Context: an optimization exercise on an open-source flow, tuned for small area, a short achievable clock period and few clock cycles per item. The choices shown serve that exercise and are no tape-out recipe.
The RTL was checked by simulation tests, not by an equivalence proof against the original design.
No activity file was given, so power comes from the tool's default toggle rates.

violet:
Design set_assoc_cache_lru_tags, start of the top module:
module set_assoc_cache_lru_tags #(
  parameter int SETS         = 64,
  parameter int WAYS         = 4,
  parameter int OFFSET_BITS  = 4,
  parameter int ADDRESS_BITS = 24
) (
  input  logic      clk,
  input  logic      rst,
  input  logic      in_valid,
  output logic      in_ready,
  input  sacl_pkg::sacl_in_t  in_data,
  output logic      out_valid,
  input  logic      out_ready,
  output sacl_pkg::sacl_out_t out_data
);
For scale: about 9400 cells after synthesis, ~4600 flip-flops, about 160 I/O pins.
clock: 6.0 ns
lec_check: 0
cap_margin: 40
core_margin: 2
core_utilization: 40
cts_cluster_diameter: 100
cts_cluster_size: 20
setup_slack_margin: 2.9
slew_margin: 60
tns_end_percent: 5
run.sh (not shown) runs the stock make flow with config.mk's settings and CLKGATE_MAP_FILE= SYNTH_SCRIPT=/design/flow/synth_recipe.tcl, a recipe that flattens the netlist after the stock synthesis.
Testbench counts of violet, summed over its fixed seeds: cycles 12,024, items 12,000.
Relative to violet, the following input files were edited for willow:
diff --git a/flow/config.mk b/flow/config.mk
--- a/flow/config.mk
+++ b/flow/config.mk
@@ -9,3 +9,3 @@
 export CORE_MARGIN = 2
-export CORE_UTILIZATION = 40
+export CORE_UTILIZATION = 45
 export CTS_CLUSTER_DIAMETER = 100
@@ -14,2 +14,2 @@
 export SLEW_MARGIN = 60
-export TNS_END_PERCENT = 5
+export TNS_END_PERCENT = 20
Findings:
- willow and violet ended up with roughly the same fraction of area in multi-input gates.
- From willow to violet, number of H-tree levels did not move at all.
- u_datapath.u_ram.tag_q[2404] as the end point of the critical path was reported by violet, and u_datapath.u_ram.tag_q[1543] by willow.
- The run with more routed wire is violet, not willow.
- | non-clock buffer count | lower: willow |
- Diff violet -> willow: ratio of final minimum period to clock period went up; critical path depth went down; register share of total power did not really move; cell count went down; core outline area went down.
What garnet does differently from willow at the input level:
diff --git a/flow/config.mk b/flow/config.mk
--- a/flow/config.mk
+++ b/flow/config.mk
@@ -12,4 +12,5 @@
 export CTS_CLUSTER_SIZE = 20
+export GPL_ROUTABILITY_DRIVEN = 0
 export SETUP_SLACK_MARGIN = 2.9
 export SLEW_MARGIN = 60
-export TNS_END_PERCENT = 20
+export TNS_END_PERCENT = 0
[summary]
- garnet went all the way through the flow, and no timing, DRC or antenna check failed.
- Looking at maximum cell stage delay along the critical path, garnet sits 0.08 ns higher than willow does.
- The combinational group share of total power was comparable across willow and garnet.
- Looking at maximum clock frequency, garnet sits 3.3% higher than willow does.
- Synthesized cell count: willow vs garnet identical
Setup changes, garnet to sierra
diff --git a/flow/config.mk b/flow/config.mk
--- a/flow/config.mk
+++ b/flow/config.mk
@@ -11,6 +11,5 @@
 export CTS_CLUSTER_DIAMETER = 100
-export CTS_CLUSTER_SIZE = 20
-export GPL_ROUTABILITY_DRIVEN = 0
+export CTS_CLUSTER_SIZE = 24
 export SETUP_SLACK_MARGIN = 2.9
 export SLEW_MARGIN = 60
-export TNS_END_PERCENT = 0
+export TNS_END_PERCENT = 5
Findings:
Comparing fraction of met3 tracks used by global routing for garnet and sierra, the bigger number came from garnet. garnet has lower number of signal-net buffers in the layout than sierra. Summary — relative contribution of the clock network to total power, sierra relative to garnet: lower, by 3.0 points. Summary of sierra over garnet: switching power total now smaller, minimum clock period after layout climbed 0.0074 ns, clock transition at the registers of the reported paths has increased, required time reported for the critical path endpoint now larger, routed wire length about even.
Setup changes, sierra to indigo
diff --git a/flow/config.mk b/flow/config.mk
--- a/flow/config.mk
+++ b/flow/config.mk
@@ -11,5 +11,5 @@
 export CTS_CLUSTER_DIAMETER = 100
-export CTS_CLUSTER_SIZE = 24
+export CTS_CLUSTER_SIZE = 20
 export SETUP_SLACK_MARGIN = 2.9
 export SLEW_MARGIN = 60
-export TNS_END_PERCENT = 5
+export TNS_END_PERCENT = 0
==> comparison <==
Fraction of final layout cells sized beyond drive strength 1 across sierra and indigo: no real change. Diode insertion count for antenna repair | indigo below sierra. In indigo, the initial antenna violation count came out 37% above the value in sierra. Summary: power in the clock group, indigo worse than sierra. Sort sierra and indigo by global-route usage, descending, and indigo comes first.
Modified inputs, lagoon compared to indigo
diff --git a/flow/config.mk b/flow/config.mk
--- a/flow/config.mk
+++ b/flow/config.mk
@@ -14,2 +14,2 @@
 export SLEW_MARGIN = 60
-export TNS_END_PERCENT = 0
+export TNS_END_PERCENT = 5
### Flow results
As far as post-layout total power is concerned, lagoon and indigo perform about the same. On estimated wirelength of the detail-placed design, indigo and lagoon are basically level. Routed wire length came out lower on lagoon than on indigo. Sequential share of layout area | lagoon below indigo. Compared with indigo, lagoon shows via count that has gone down slightly. Of lagoon and indigo, it is lagoon that has the lower number of diodes added for antenna fixing. The post-route clock skew of lagoon was inferior to that of indigo. Re number of buffers inserted by post-CTS setup repair: lagoon is 9 up on indigo. Clock-pin slew of the registers on the worst-case setup and hold paths delta (indigo -> lagoon): insignificant. Final design utilization in lagoon is 0.16 points higher than in indigo. The multi-input combinational area share on lagoon is in line with that on indigo.


old:
Another version of the RTL of set_assoc_cache_lru_tags (not shown whole).
Size: roughly 9200 cells after synthesis, roughly 4600 flip-flops, ~160 I/O pins.
## set_assoc_cache_lru_tags
module set_assoc_cache_lru_tags #(
  parameter int SETS         = 64,
  parameter int WAYS         = 4,
  parameter int OFFSET_BITS  = 4,
  parameter int ADDRESS_BITS = 24
) (
  input  logic      clk,
  input  logic      rst,
  input  logic      in_valid,
  output logic      in_ready,
  input  sacl_pkg::sacl_in_t  in_data,
  output logic      out_valid,
  input  logic      out_ready,
  output sacl_pkg::sacl_out_t out_data
);
  sacl_datapath u_datapath (
    .clk       (clk),
    .rst       (rst),
    .in_valid  (in_valid),
    .in_ready  (in_ready),
    .in_data   (in_data),
    .out_valid (out_valid),
    .out_ready (out_ready),
    .out_data  (out_data)
  );
endmodule
clock: 6.0 ns
lec_check: 0
cap_margin: 40
core_margin: 2
core_utilization: 45
cts_cluster_diameter: 100
cts_cluster_size: 20
setup_slack_margin: 2.9
slew_margin: 60
tns_end_percent: 0
Testbench counts of old, summed over its fixed seeds: cycles 12,024, items 12,000.
What new does differently from old at the input level:
- swapping 20 for 24 in CTS_CLUSTER_SIZE
- swapping 0 for 5 in TNS_END_PERCENT
Results
- Proportion of power drawn by the clock network ended up 2.9 points lower on new than on old.
- For new, the timing endpoint of the critical path was u_datapath.s2_mis[17], unlike old, where it was u_datapath.s2_dirty[1].
- From old to new the numbers moved as follows: number of clock buffers in the layout now smaller; depth of the CTS H-tree now smaller; setup slack now larger.

## separate check: timing with driven ports
No port has a modelled driver above. Below, the same layouts with a new extraction and two added sets of constraints. Step 1 assumes that a clkbuf_16 drives the clock port and a buf_2 every other input. Step 2 adds t to the input delays and takes it off the output delays; t is the mean of the earliest and latest rising clock arrival at the registers after step 1. Input paths then give back, and output paths get back, about the clock's delay inside the block. Three values: ideal, step 1, step 2; two values: the first two.
run	t (ns)	setup WS [ns]	hold WS [ns]	worst setup path at the end	cell pins on the clock port's net
violet	1.093	2.544 / 2.544 / 2.073	0.481 / 0.481 / 0.481	input to register	1
willow	1.082	2.507 / 2.507 / 2.137	0.435 / 0.435 / 0.435	input to register	1
garnet	1.095	2.617 / 2.605 / 2.121	0.442 / 0.442 / 0.442	input to register	1
sierra	1.094	2.610 / 2.610 / 1.950	0.436 / 0.436 / 0.436	input to register	1
indigo	1.076	2.581 / 2.581 / 2.120	0.464 / 0.464 / 0.464	input to register	1
lagoon	1.067	2.702 / 2.632 / 2.049	0.428 / 0.428 / 0.428	input to register	1
old	1.058	2.496 / 2.496 / 1.893	0.404 / 0.404 / 0.404	input to register	1
new	1.088	2.532 / 2.532 / 2.116	0.405 / 0.405 / 0.405	input to register	1
After both steps setup and hold are still met in every run listed. For sierra, which loses most, drivers alone change the setup slack by 0.000 ns; drivers and shift together by -0.660 ns.
